Source: an optimization exercise on an open RTL-to-GDS flow (aim: small area and a short achievable clock period). Production flows keep margins and buffers that such runs may drop. Power is estimated from default activity; no workload was simulated.

==> run a: inputs <==
==> flow/design.v <==
`timescale 1ns/100ps
`default_nettype none
package fc8_pkg;
    localparam logic [15:0] RAM_BASE  = 16'h0000;
    localparam logic [15:0] RAM_LIMIT = 16'h7FFF;
    localparam logic [15:0] SFR_BASE  = 16'h8000;
    localparam logic [15:0] SFR_LIMIT = 16'h80FF;
    localparam logic [7:0] OPEN_BUS_VALUE = 8'hFF;    
    localparam logic [7:0] SFR_INT_ENABLE     = 8'h00;
    localparam logic [7:0] SFR_INT_STATUS     = 8'h01;
    localparam logic [7:0] SFR_TIMER_CTRL     = 8'h02;
    localparam logic [7:0] SFR_GAMEPAD1       = 8'h03;
    localparam logic [7:0] SFR_GAMEPAD2       = 8'h04;
    localparam logic [7:0] SFR_GAMEPAD_STATUS = 8'h05;
    localparam logic [7:0] SFR_FRAME_COUNT    = 8'h06;
    localparam int INT_BIT_VBLANK = 0;
    localparam int INT_BIT_TIMER  = 1;
    localparam int TIMER_ENABLE_BIT = 7;
    localparam int PRESCALE_BASE = 4;
endpackage
`default_nettype wire
`timescale 1ns/100ps
`default_nettype none
module fc8_frame_timer #(
    parameter int FRAME_CYCLES = 1000
) (
    input  wire   master_clk,
    input  wire   master_rst_n,
    output logic  new_frame
);
    localparam int CNT_W = (FRAME_CYCLES > 1) ? $clog2(FRAME_CYCLES) : 1;
    logic [CNT_W-1:0] frame_cnt;
    logic             frame_end;
    assign frame_end = (frame_cnt == CNT_W'(FRAME_CYCLES - 1));
    always_ff @(posedge master_clk or negedge master_rst_n) begin
        if (!master_rst_n) begin
            frame_cnt <= '0;
            new_frame <= 1'b0;
        end else begin
            new_frame <= frame_end;      
            if (frame_end) begin
                frame_cnt <= '0;
            end else begin
                frame_cnt <= frame_cnt + 1'b1;
            end
        end
    end
endmodule
`default_nettype wire
`timescale 1ns/100ps
`default_nettype none
import fc8_pkg::*;
module fc8_interrupt_controller (
    input  wire         master_clk,
    input  wire         master_rst_n,
    input  wire         new_frame,
    input  wire [1:0]   int_enable,
    input  wire [1:0]   int_enable_nxt,   
    input  wire         timer_enable,
    input  logic [3:0]  timer_prescale,
    input  wire         prescale_chg,    
    input  wire [1:0]   clear_pending,
    output logic [1:0]  pending,
    output logic        nmi_req,
    output logic        irq_req
);
    localparam int TIMER_W = PRESCALE_BASE + 2 ** $bits(timer_prescale) - 1;
    logic [TIMER_W-1:0] timer_cnt;
    logic [TIMER_W-1:0] low_mask;        
    logic               timer_tick;
    logic [1:0]         event_set;
    logic [1:0]         pending_nxt;
    assign low_mask   = ~({TIMER_W{1'b1}} << (PRESCALE_BASE + timer_prescale));
    assign timer_tick = timer_enable && !prescale_chg && (&(timer_cnt | ~low_mask));
    always_ff @(posedge master_clk or negedge master_rst_n) begin
        if (!master_rst_n) begin
            timer_cnt <= '0;
        end else begin
            if (!timer_enable || prescale_chg || timer_tick) begin
                timer_cnt <= '0;     
            end else begin
                timer_cnt <= timer_cnt + 1'b1;
            end
        end
    end
    always_comb begin
        event_set                 = '0;
        event_set[INT_BIT_VBLANK] = new_frame;
        event_set[INT_BIT_TIMER]  = timer_tick;
    end
    assign pending_nxt = event_set | (pending & ~clear_pending);
    always_ff @(posedge master_clk or negedge master_rst_n) begin
        if (!master_rst_n) begin
            pending <= '0;
            nmi_req <= 1'b0;
            irq_req <= 1'b0;
        end else begin
            pending <= pending_nxt;
            nmi_req <= pending_nxt[INT_BIT_VBLANK] & int_enable_nxt[INT_BIT_VBLANK];
            irq_req <= pending_nxt[INT_BIT_TIMER]  & int_enable_nxt[INT_BIT_TIMER];
        end
    end
endmodule
`default_nettype wire
`timescale 1ns/100ps
`default_nettype none
import fc8_pkg::*;
module fc8_sfr_block (
    input  wire          master_clk,
    input  wire          master_rst_n,
    input  logic [7:0]   sfr_offset,
    input  logic [7:0]   sfr_wdata,
    input  wire          sfr_wr,
    output logic [7:0]   sfr_value,      
    input  logic [7:0]   gamepad1_data,
    input  logic [7:0]   gamepad2_data,
    input  wire          gamepad1_connected,
    input  wire          gamepad2_connected,
    input  wire [1:0]    pending,
    input  wire          new_frame,
    output logic [1:0]   int_enable,
    output logic [1:0]   int_enable_nxt,
    output logic         timer_enable,
    output logic         prescale_chg,
    output logic [3:0]   timer_prescale,
    output logic [1:0]   clear_pending
);
    logic [7:0] frame_count;
    always_comb begin
        clear_pending = '0;
        if (sfr_wr && sfr_offset == SFR_INT_STATUS) begin
            clear_pending[INT_BIT_VBLANK] = sfr_wdata[INT_BIT_VBLANK];
            clear_pending[INT_BIT_TIMER]  = sfr_wdata[INT_BIT_TIMER];
        end
    end
    logic ie_wr;
    logic tc_wr;
    assign ie_wr = sfr_wr && sfr_offset == SFR_INT_ENABLE;
    assign tc_wr = sfr_wr && sfr_offset == SFR_TIMER_CTRL;
    always_comb begin
        int_enable_nxt = int_enable;
        if (ie_wr) begin
            int_enable_nxt[INT_BIT_VBLANK] = sfr_wdata[INT_BIT_VBLANK];
            int_enable_nxt[INT_BIT_TIMER]  = sfr_wdata[INT_BIT_TIMER];
        end
    end
    always_ff @(posedge master_clk or negedge master_rst_n) begin
        if (!master_rst_n) begin
            prescale_chg <= 1'b0;
        end else begin
            prescale_chg <= tc_wr && (sfr_wdata[$bits(timer_prescale)-1:0] != timer_prescale);
        end
    end
    always_ff @(posedge master_clk or negedge master_rst_n) begin
        if (!master_rst_n) begin
            int_enable     <= '0;
            timer_enable   <= 1'b0;
            timer_prescale <= '0;
        end else if (sfr_wr) begin
            case (sfr_offset)
                SFR_INT_ENABLE: begin
                    int_enable[INT_BIT_VBLANK] <= sfr_wdata[INT_BIT_VBLANK];
                    int_enable[INT_BIT_TIMER]  <= sfr_wdata[INT_BIT_TIMER];
                end
                SFR_TIMER_CTRL: begin
                    timer_enable   <= sfr_wdata[TIMER_ENABLE_BIT];
                    timer_prescale <= sfr_wdata[$bits(timer_prescale)-1:0];
                end
                default: ;   
            endcase
        end
    end
    always_ff @(posedge master_clk or negedge master_rst_n) begin
        if (!master_rst_n) begin
            frame_count <= '0;
        end else if (new_frame) begin
            frame_count <= frame_count + 1'b1;
        end
    end
    always_comb begin
        sfr_value = '0;
        case (sfr_offset)
            SFR_INT_ENABLE:     sfr_value[1:0] = int_enable;
            SFR_INT_STATUS:     sfr_value[1:0] = pending;
            SFR_TIMER_CTRL: begin
                sfr_value[TIMER_ENABLE_BIT]          = timer_enable;
                sfr_value[$bits(timer_prescale)-1:0] = timer_prescale;
            end
            SFR_GAMEPAD1:       sfr_value = gamepad1_connected ? gamepad1_data : '0;
            SFR_GAMEPAD2:       sfr_value = gamepad2_connected ? gamepad2_data : '0;
            SFR_GAMEPAD_STATUS: sfr_value[1:0] = {gamepad2_connected, gamepad1_connected};
            SFR_FRAME_COUNT:    sfr_value = frame_count;
            default:            sfr_value = '0;
        endcase
    end
endmodule
`default_nettype wire
`timescale 1ns/100ps
`default_nettype none
module fc8_ram #(
    parameter int ROW_BITS = 6
) (
    input  wire          master_clk,
    input  logic [7:0]   ram_addr,
    input  logic [7:0]   ram_wdata,
    input  wire          ram_wr,
    input  wire          use_alt,        
    input  logic [7:0]   alt_value,
    output logic [7:0]   rd_value        
);
    localparam int COL_BITS = 8 - ROW_BITS;
    localparam int ROWS     = 2 ** ROW_BITS;
    localparam int COLS     = 2 ** COL_BITS;
    logic [ROWS-1:0] row_sel;            
    logic [COLS-1:0] col_sel;            
    logic [7:0]      col_val [COLS];     
    logic [7:0]      col_q   [COLS];
    logic [COLS-1:0] col_sel_q;
    assign row_sel = ROWS'(1) << ram_addr[7:COL_BITS];
    assign col_sel = COLS'(1) << ram_addr[COL_BITS-1:0];
    for (genvar c = 0; c < COLS; c++) begin : g_col
        logic [7:0] row_or [ROWS+1];
        assign row_or[0] = '0;
        for (genvar r = 0; r < ROWS; r++) begin : g_row
            logic [7:0] mem;
            always_ff @(posedge master_clk) begin
                if (ram_wr & row_sel[r] & col_sel[c]) mem <= ram_wdata;
            end
            assign row_or[r+1] = row_or[r] | (mem & {8{row_sel[r]}});
        end
        assign col_val[c] = row_or[ROWS];
    end
    always_ff @(posedge master_clk) begin
        col_sel_q <= use_alt ? COLS'(1) : col_sel;
        for (int c = 0; c < COLS; c++) begin
            col_q[c] <= (c == 0 && use_alt) ? alt_value : col_val[c];
        end
    end
    always_comb begin
        rd_value = '0;
        for (int c = 0; c < COLS; c++) rd_value = rd_value | (col_q[c] & {8{col_sel_q[c]}});
    end
endmodule
`default_nettype wire
`timescale 1ns/100ps
`default_nettype none
import fc8_pkg::*;
module fc8_mmu (
    input  wire          master_clk,
    input  wire          master_rst_n,
    input  logic [15:0]  addr,
    input  wire          rd_en,
    input  wire          wr_en,
    output logic [7:0]   rdata,
    output logic [7:0]   sfr_offset,
    output logic         sfr_wr,
    input  logic [7:0]   sfr_value,
    output logic [7:0]   ram_addr,
    output logic         ram_wr,
    output logic         use_alt,
    output logic [7:0]   alt_value,
    input  logic [7:0]   rd_value        
);
    logic in_ram;
    logic in_sfr;
    logic rd_q;          
    assign in_ram     = ~addr[15];
    assign in_sfr     = (addr[15:8] == 8'h80);
    assign sfr_offset = addr[7:0];
    assign sfr_wr     = wr_en & in_sfr;
    assign ram_addr   = addr[7:0];
    assign ram_wr     = wr_en & in_ram;
    assign use_alt    = ~in_ram;
    assign alt_value  = in_sfr ? sfr_value : OPEN_BUS_VALUE;
    always_ff @(posedge master_clk or negedge master_rst_n) begin
        if (!master_rst_n) begin
            rd_q  <= 1'b0;
            rdata <= '0;
        end else begin
            rd_q <= rd_en;
            if (rd_q) rdata <= rd_value;
        end
    end
endmodule
`default_nettype wire
`timescale 1ns/100ps
`default_nettype none
import fc8_pkg::*;
module fc8_system #(
    parameter int FRAME_CYCLES = 1000
) (
    input  wire    master_clk,
    input  wire    master_rst_n,
    input  logic [15:0]  addr,
    input  logic [7:0]  wdata,
    input  wire    rd_en,
    input  wire    wr_en,
    output logic [7:0]  rdata,
    input  logic [7:0]  gamepad1_data,
    input  logic [7:0]  gamepad2_data,
    input  wire    gamepad1_connected,
    input  wire    gamepad2_connected,
    output logic   nmi_req,
    output logic   irq_req
);
    logic [7:0]            ram_addr;
    logic                  ram_wr;
    logic                  use_alt;
    logic [7:0]            alt_value;
    logic [7:0]            rd_value;
    logic [7:0]            sfr_offset;
    logic [7:0]            sfr_value;
    logic                  sfr_wr;
    logic [1:0]            int_enable;
    logic [1:0]            int_enable_nxt;
    logic                  prescale_chg;
    logic                  timer_enable;
    logic [3:0]            timer_prescale;
    logic [1:0]            clear_pending;
    logic [1:0]            pending;
    logic                  new_frame;
    fc8_mmu u_mmu (
        .master_clk, .master_rst_n,
        .addr, .rd_en, .wr_en, .rdata,
        .sfr_offset, .sfr_wr, .sfr_value,
        .ram_addr, .ram_wr, .use_alt, .alt_value, .rd_value
    );
    fc8_ram u_ram (
        .master_clk,
        .ram_addr, .ram_wdata(wdata), .ram_wr, .use_alt, .alt_value, .rd_value
    );
    fc8_sfr_block u_sfr_block (
        .master_clk, .master_rst_n,
        .sfr_offset, .sfr_wdata(wdata), .sfr_wr, .sfr_value,
        .gamepad1_data, .gamepad2_data, .gamepad1_connected, .gamepad2_connected,
        .pending, .new_frame,
        .int_enable, .int_enable_nxt, .timer_enable, .prescale_chg, .timer_prescale,
        .clear_pending
    );
    fc8_interrupt_controller u_interrupt_controller (
        .master_clk, .master_rst_n,
        .new_frame, .int_enable, .int_enable_nxt, .timer_enable, .timer_prescale,
        .prescale_chg, .clear_pending,
        .pending, .nmi_req, .irq_req
    );
    fc8_frame_timer #(.FRAME_CYCLES(FRAME_CYCLES)) u_frame_timer (
        .master_clk, .master_rst_n,
        .new_frame
    );
endmodule
`default_nettype wire
==> flow/run.sh <==
#!/bin/bash
# synth_recipe.tcl (not shown) runs the flow's synth.tcl, then flattens the netlist and writes it again
# the make line also repeats each setting of config.mk as NAME=value (left out here)
make -C /OpenROAD-flow-scripts/flow DESIGN_CONFIG=/design/flow/config.mk WORK_HOME=/design/flow/orfs CLKGATE_MAP_FILE= SYNTH_SCRIPT=/design/flow/synth_recipe.tcl finish
==> flow/config.mk <==
export PLATFORM = sky130hd
export DESIGN_NAME = fc8_system
export DESIGN_NICKNAME = fc8_system
export VERILOG_FILES = /design/flow/design.v
export SDC_FILE = /design/flow/constraint.sdc
export NUM_CORES = 4
export LEC_CHECK = 0
export CAP_MARGIN = 20
export CORE_MARGIN = 2
export CORE_UTILIZATION = 65
export SLEW_MARGIN = 20
==> flow/constraint.sdc <==
create_clock -name core_clock -period 4.0 [get_ports {master_clk}]
set_input_delay 0.8000 -clock core_clock [delete_from_list [all_inputs] [get_ports {master_clk}]]
set_output_delay 0.8000 -clock core_clock [all_outputs]
set_load 0.01 [all_outputs]
==> inputs of run b, as changes to run a <==
--- a/flow/design.v
+++ b/flow/design.v
@@ -65,21 +65,25 @@
     output logic        irq_req
 );
     localparam int TIMER_W = PRESCALE_BASE + 2 ** $bits(timer_prescale) - 1;
-    logic [TIMER_W-1:0] timer_cnt;
-    logic [TIMER_W-1:0] low_mask;        
+    logic [TIMER_W-1:0] timer_left;
+    logic [TIMER_W-1:0] period_last;
     logic               timer_tick;
     logic [1:0]         event_set;
     logic [1:0]         pending_nxt;
-    assign low_mask   = ~({TIMER_W{1'b1}} << (PRESCALE_BASE + timer_prescale));
-    assign timer_tick = timer_enable && !prescale_chg && (&(timer_cnt | ~low_mask));
+    always_comb begin
+        for (int k = 0; k < TIMER_W; k++) begin
+            period_last[k] = (k < PRESCALE_BASE) || (timer_prescale > 4'(k - PRESCALE_BASE));
+        end
+    end
+    assign timer_tick = timer_enable && !prescale_chg && (timer_left == '0);
     always_ff @(posedge master_clk or negedge master_rst_n) begin
         if (!master_rst_n) begin
-            timer_cnt <= '0;
+            timer_left <= TIMER_W'(2 ** PRESCALE_BASE - 1);
         end else begin
             if (!timer_enable || prescale_chg || timer_tick) begin
-                timer_cnt <= '0;     
+                timer_left <= period_last;   
             end else begin
-                timer_cnt <= timer_cnt + 1'b1;
+                timer_left <= timer_left - 1'b1;
             end
         end
     end
@@ -198,7 +202,7 @@
 `timescale 1ns/100ps
 `default_nettype none
 module fc8_ram #(
-    parameter int ROW_BITS = 6
+    parameter int ROW_BITS = 5
 ) (
     input  wire          master_clk,
     input  logic [7:0]   ram_addr,
@@ -216,6 +220,24 @@
     logic [7:0]      col_val [COLS];     
     logic [7:0]      col_q   [COLS];
     logic [COLS-1:0] col_sel_q;
+    logic            wr_q;
+    logic [7:0]      wa_q;
+    logic [7:0]      wd_q;
+    logic [ROWS-1:0] wrow;
+    logic [COLS-1:0] wcol;
+    logic            byp;                
+    logic [7:0]      byp_val;
+    logic            byp_q;
+    logic [7:0]      byp_val_q;
+    always_ff @(posedge master_clk) begin
+        wr_q <= ram_wr;
+        wa_q <= ram_addr;
+        wd_q <= ram_wdata;
+    end
+    assign wrow = ROWS'(1) << wa_q[7:COL_BITS];
+    assign wcol = COLS'(1) << wa_q[COL_BITS-1:0];
+    assign byp     = use_alt || (wr_q && wa_q == ram_addr);
+    assign byp_val = use_alt ? alt_value : wd_q;
     assign row_sel = ROWS'(1) << ram_addr[7:COL_BITS];
     assign col_sel = COLS'(1) << ram_addr[COL_BITS-1:0];
     for (genvar c = 0; c < COLS; c++) begin : g_col
@@ -224,21 +246,22 @@
         for (genvar r = 0; r < ROWS; r++) begin : g_row
             logic [7:0] mem;
             always_ff @(posedge master_clk) begin
-                if (ram_wr & row_sel[r] & col_sel[c]) mem <= ram_wdata;
+                if (wr_q & wrow[r] & wcol[c]) mem <= wd_q;
             end
             assign row_or[r+1] = row_or[r] | (mem & {8{row_sel[r]}});
         end
         assign col_val[c] = row_or[ROWS];
     end
     always_ff @(posedge master_clk) begin
-        col_sel_q <= use_alt ? COLS'(1) : col_sel;
-        for (int c = 0; c < COLS; c++) begin
-            col_q[c] <= (c == 0 && use_alt) ? alt_value : col_val[c];
-        end
+        col_sel_q <= col_sel;
+        byp_q     <= byp;
+        byp_val_q <= byp_val;
+        for (int c = 0; c < COLS; c++) col_q[c] <= col_val[c];
     end
     always_comb begin
         rd_value = '0;
         for (int c = 0; c < COLS; c++) rd_value = rd_value | (col_q[c] & {8{col_sel_q[c]}});
+        if (byp_q) rd_value = byp_val_q;
     end
 endmodule
 `default_nettype wire
- CTS_CLUSTER_DIAMETER: default -> 60
- CTS_CLUSTER_SIZE: default -> 25
- SETUP_SLACK_MARGIN: default -> 1.8
==> inputs of run c, as changes to run a <==
--- a/flow/design.v
+++ b/flow/design.v
@@ -197,48 +197,30 @@
 `default_nettype wire
 `timescale 1ns/100ps
 `default_nettype none
-module fc8_ram #(
-    parameter int ROW_BITS = 6
-) (
+module fc8_ram (
     input  wire          master_clk,
-    input  logic [7:0]   ram_addr,
-    input  logic [7:0]   ram_wdata,
-    input  wire          ram_wr,
-    input  wire          use_alt,        
-    input  logic [7:0]   alt_value,
-    output logic [7:0]   rd_value        
+    input  logic [15:0]  lo_q,
+    input  logic [15:0]  hi_q,
+    input  logic [7:0]   d_q,
+    input  wire          wr_q,
+    output logic [7:0]   ram_rdata
 );
-    localparam int COL_BITS = 8 - ROW_BITS;
-    localparam int ROWS     = 2 ** ROW_BITS;
-    localparam int COLS     = 2 ** COL_BITS;
-    logic [ROWS-1:0] row_sel;            
-    logic [COLS-1:0] col_sel;            
-    logic [7:0]      col_val [COLS];     
-    logic [7:0]      col_q   [COLS];
-    logic [COLS-1:0] col_sel_q;
-    assign row_sel = ROWS'(1) << ram_addr[7:COL_BITS];
-    assign col_sel = COLS'(1) << ram_addr[COL_BITS-1:0];
-    for (genvar c = 0; c < COLS; c++) begin : g_col
-        logic [7:0] row_or [ROWS+1];
-        assign row_or[0] = '0;
-        for (genvar r = 0; r < ROWS; r++) begin : g_row
+    logic [7:0] grp [16];    
+    for (genvar h = 0; h < 16; h++) begin : g_row
+        logic [7:0] col_or [17];
+        assign col_or[0] = '0;
+        for (genvar l = 0; l < 16; l++) begin : g_col
             logic [7:0] mem;
             always_ff @(posedge master_clk) begin
-                if (ram_wr & row_sel[r] & col_sel[c]) mem <= ram_wdata;
+                if (wr_q & hi_q[h] & lo_q[l]) mem <= d_q;
             end
-            assign row_or[r+1] = row_or[r] | (mem & {8{row_sel[r]}});
-        end
-        assign col_val[c] = row_or[ROWS];
-    end
-    always_ff @(posedge master_clk) begin
-        col_sel_q <= use_alt ? COLS'(1) : col_sel;
-        for (int c = 0; c < COLS; c++) begin
-            col_q[c] <= (c == 0 && use_alt) ? alt_value : col_val[c];
+            assign col_or[l+1] = col_or[l] | (mem & {8{lo_q[l]}});
         end
+        assign grp[h] = col_or[16];
     end
     always_comb begin
-        rd_value = '0;
-        for (int c = 0; c < COLS; c++) rd_value = rd_value | (col_q[c] & {8{col_sel_q[c]}});
+        ram_rdata = '0;
+        for (int h = 0; h < 16; h++) ram_rdata = ram_rdata | (grp[h] & {8{hi_q[h]}});
     end
 endmodule
 `default_nettype wire
@@ -249,36 +231,41 @@
     input  wire          master_clk,
     input  wire          master_rst_n,
     input  logic [15:0]  addr,
+    input  logic [7:0]   wdata,
     input  wire          rd_en,
     input  wire          wr_en,
     output logic [7:0]   rdata,
     output logic [7:0]   sfr_offset,
     output logic         sfr_wr,
     input  logic [7:0]   sfr_value,
-    output logic [7:0]   ram_addr,
-    output logic         ram_wr,
-    output logic         use_alt,
-    output logic [7:0]   alt_value,
-    input  logic [7:0]   rd_value        
+    output logic [15:0]  lo_q,           
+    output logic [15:0]  hi_q,           
+    output logic [7:0]   d_q,            
+    output logic         wr_q,           
+    input  logic [7:0]   ram_rdata       
 );
     logic in_ram;
     logic in_sfr;
     logic rd_q;          
+    logic ram_src_q;     
     assign in_ram     = ~addr[15];
     assign in_sfr     = (addr[15:8] == 8'h80);
     assign sfr_offset = addr[7:0];
     assign sfr_wr     = wr_en & in_sfr;
-    assign ram_addr   = addr[7:0];
-    assign ram_wr     = wr_en & in_ram;
-    assign use_alt    = ~in_ram;
-    assign alt_value  = in_sfr ? sfr_value : OPEN_BUS_VALUE;
+    always_ff @(posedge master_clk) begin
+        lo_q      <= 16'd1 << addr[3:0];
+        hi_q      <= 16'd1 << addr[7:4];
+        wr_q      <= wr_en & in_ram;
+        ram_src_q <= in_ram;
+        d_q       <= wr_en ? wdata : (in_sfr ? sfr_value : OPEN_BUS_VALUE);
+    end
     always_ff @(posedge master_clk or negedge master_rst_n) begin
         if (!master_rst_n) begin
             rd_q  <= 1'b0;
             rdata <= '0;
         end else begin
             rd_q <= rd_en;
-            if (rd_q) rdata <= rd_value;
+            if (rd_q) rdata <= ram_src_q ? ram_rdata : d_q;
         end
     end
 endmodule
@@ -303,11 +290,11 @@
     output logic   nmi_req,
     output logic   irq_req
 );
-    logic [7:0]            ram_addr;
-    logic                  ram_wr;
-    logic                  use_alt;
-    logic [7:0]            alt_value;
-    logic [7:0]            rd_value;
+    logic [15:0]           lo_q;
+    logic [15:0]           hi_q;
+    logic [7:0]            d_q;
+    logic                  wr_q;
+    logic [7:0]            ram_rdata;
     logic [7:0]            sfr_offset;
     logic [7:0]            sfr_value;
     logic                  sfr_wr;
@@ -321,13 +308,13 @@
     logic                  new_frame;
     fc8_mmu u_mmu (
         .master_clk, .master_rst_n,
-        .addr, .rd_en, .wr_en, .rdata,
+        .addr, .wdata, .rd_en, .wr_en, .rdata,
         .sfr_offset, .sfr_wr, .sfr_value,
-        .ram_addr, .ram_wr, .use_alt, .alt_value, .rd_value
+        .lo_q, .hi_q, .d_q, .wr_q, .ram_rdata
     );
     fc8_ram u_ram (
         .master_clk,
-        .ram_addr, .ram_wdata(wdata), .ram_wr, .use_alt, .alt_value, .rd_value
+        .lo_q, .hi_q, .d_q, .wr_q, .ram_rdata
     );
     fc8_sfr_block u_sfr_block (
         .master_clk, .master_rst_n,
- SETUP_SLACK_MARGIN: default -> 2.2
==> comparison table <==
metric                                                                run b         run a         run c
Status                                     no timing/DRC/antenna violations  no timing/DRC/antenna violations  no timing/DRC/antenna violations
Effective utilization at floorplan                                   0.6535        0.6537        0.6530
Multi-input logic area                                          0.01759 mm²   0.01477 mm²   0.01554 mm²
Fin crit share                                                       0.6099        0.9009        0.7341
Flops & latches, synth                                                2,205         2,143         2,149
Data required, critical path                                        4.66 ns       4.68 ns       4.67 ns
DRT met1 WL                                                      102,100 µm    102,100 µm     90,170 µm
Area share of the largest cell type after synthesis                  0.7514        0.7740        0.7748
Post-synthesis cell area                                        0.08184 mm²   0.07946 mm²   0.07938 mm²
Pin count of the biggest net entering global routing                    114           128           102
P_leak                                                             32.43 nW      31.54 nW      32.95 nW
Power density over the cells                                   453.0 mW/mm²  492.1 mW/mm²  485.1 mW/mm²
CLK BUF                                                                 165           266           272
Clock-pin transition on the worst setup and hold timing paths       0.08 ns       0.07 ns       0.07 ns
Fill cell total of the finished layout                                7,224         6,914         6,701
Setup slack of the critical path after layout                      1.561 ns     0.3963 ns      1.064 ns
Class of the tightest hold or removal check                        in2async        in2reg      in2async
Multi-input combinational cell count                                  2,313         2,309         1,837
Total nets after synthesis                                            4,889         4,799         4,379
Die Y                                                              358.8 µm      353.6 µm      353.5 µm
No run of this note included a check of the RTL's function; only the layout flow was run.

[what the ideal ports hide]
In the flow no input, the clock included, has a driving cell. The finished layouts below were timed again as built, in two steps.
Step 1 (the two cells are an assumption about what drives the block):
set clk [get_ports {master_clk}]
set_driving_cell -lib_cell sky130_fd_sc_hd__clkbuf_16 $clk
set_driving_cell -lib_cell sky130_fd_sc_hd__buf_2 [delete_from_list [all_inputs] $clk]
Step 2 moves the port delays by t, midway between the first and last clock arrival at a register: inputs arrive t later, outputs are due t later. That takes back most of the time a late clock gives input paths.
Three values: no drivers, after step 1, after step 2; two values: the first two.
| run | t, ns | setup slack, ns | latest minus earliest clock arrival (ns) | slew at the worst register clock pin (ns) | worst data-port slew with drivers (ns) |
|---|---|---|---|---|---|
| run a | 0.934 | 0.396 / 0.449 / -0.485 | 0.046 / 0.046 | 0.07 / 0.07 | 0.06 |
| run b | 0.888 | 1.561 / 1.461 / 0.573 | 0.042 / 0.042 | 0.10 / 0.10 | 0.36 |
| run c | 0.901 | 1.064 / 1.064 / 1.064 | 0.037 / 0.037 | 0.07 / 0.07 | 0.06 |
With both steps, setup timing fails in run a, where it was met with ideal ports. For run b, which loses most, drivers alone change the setup slack by -0.100 ns; drivers and shift together by -0.988 ns.
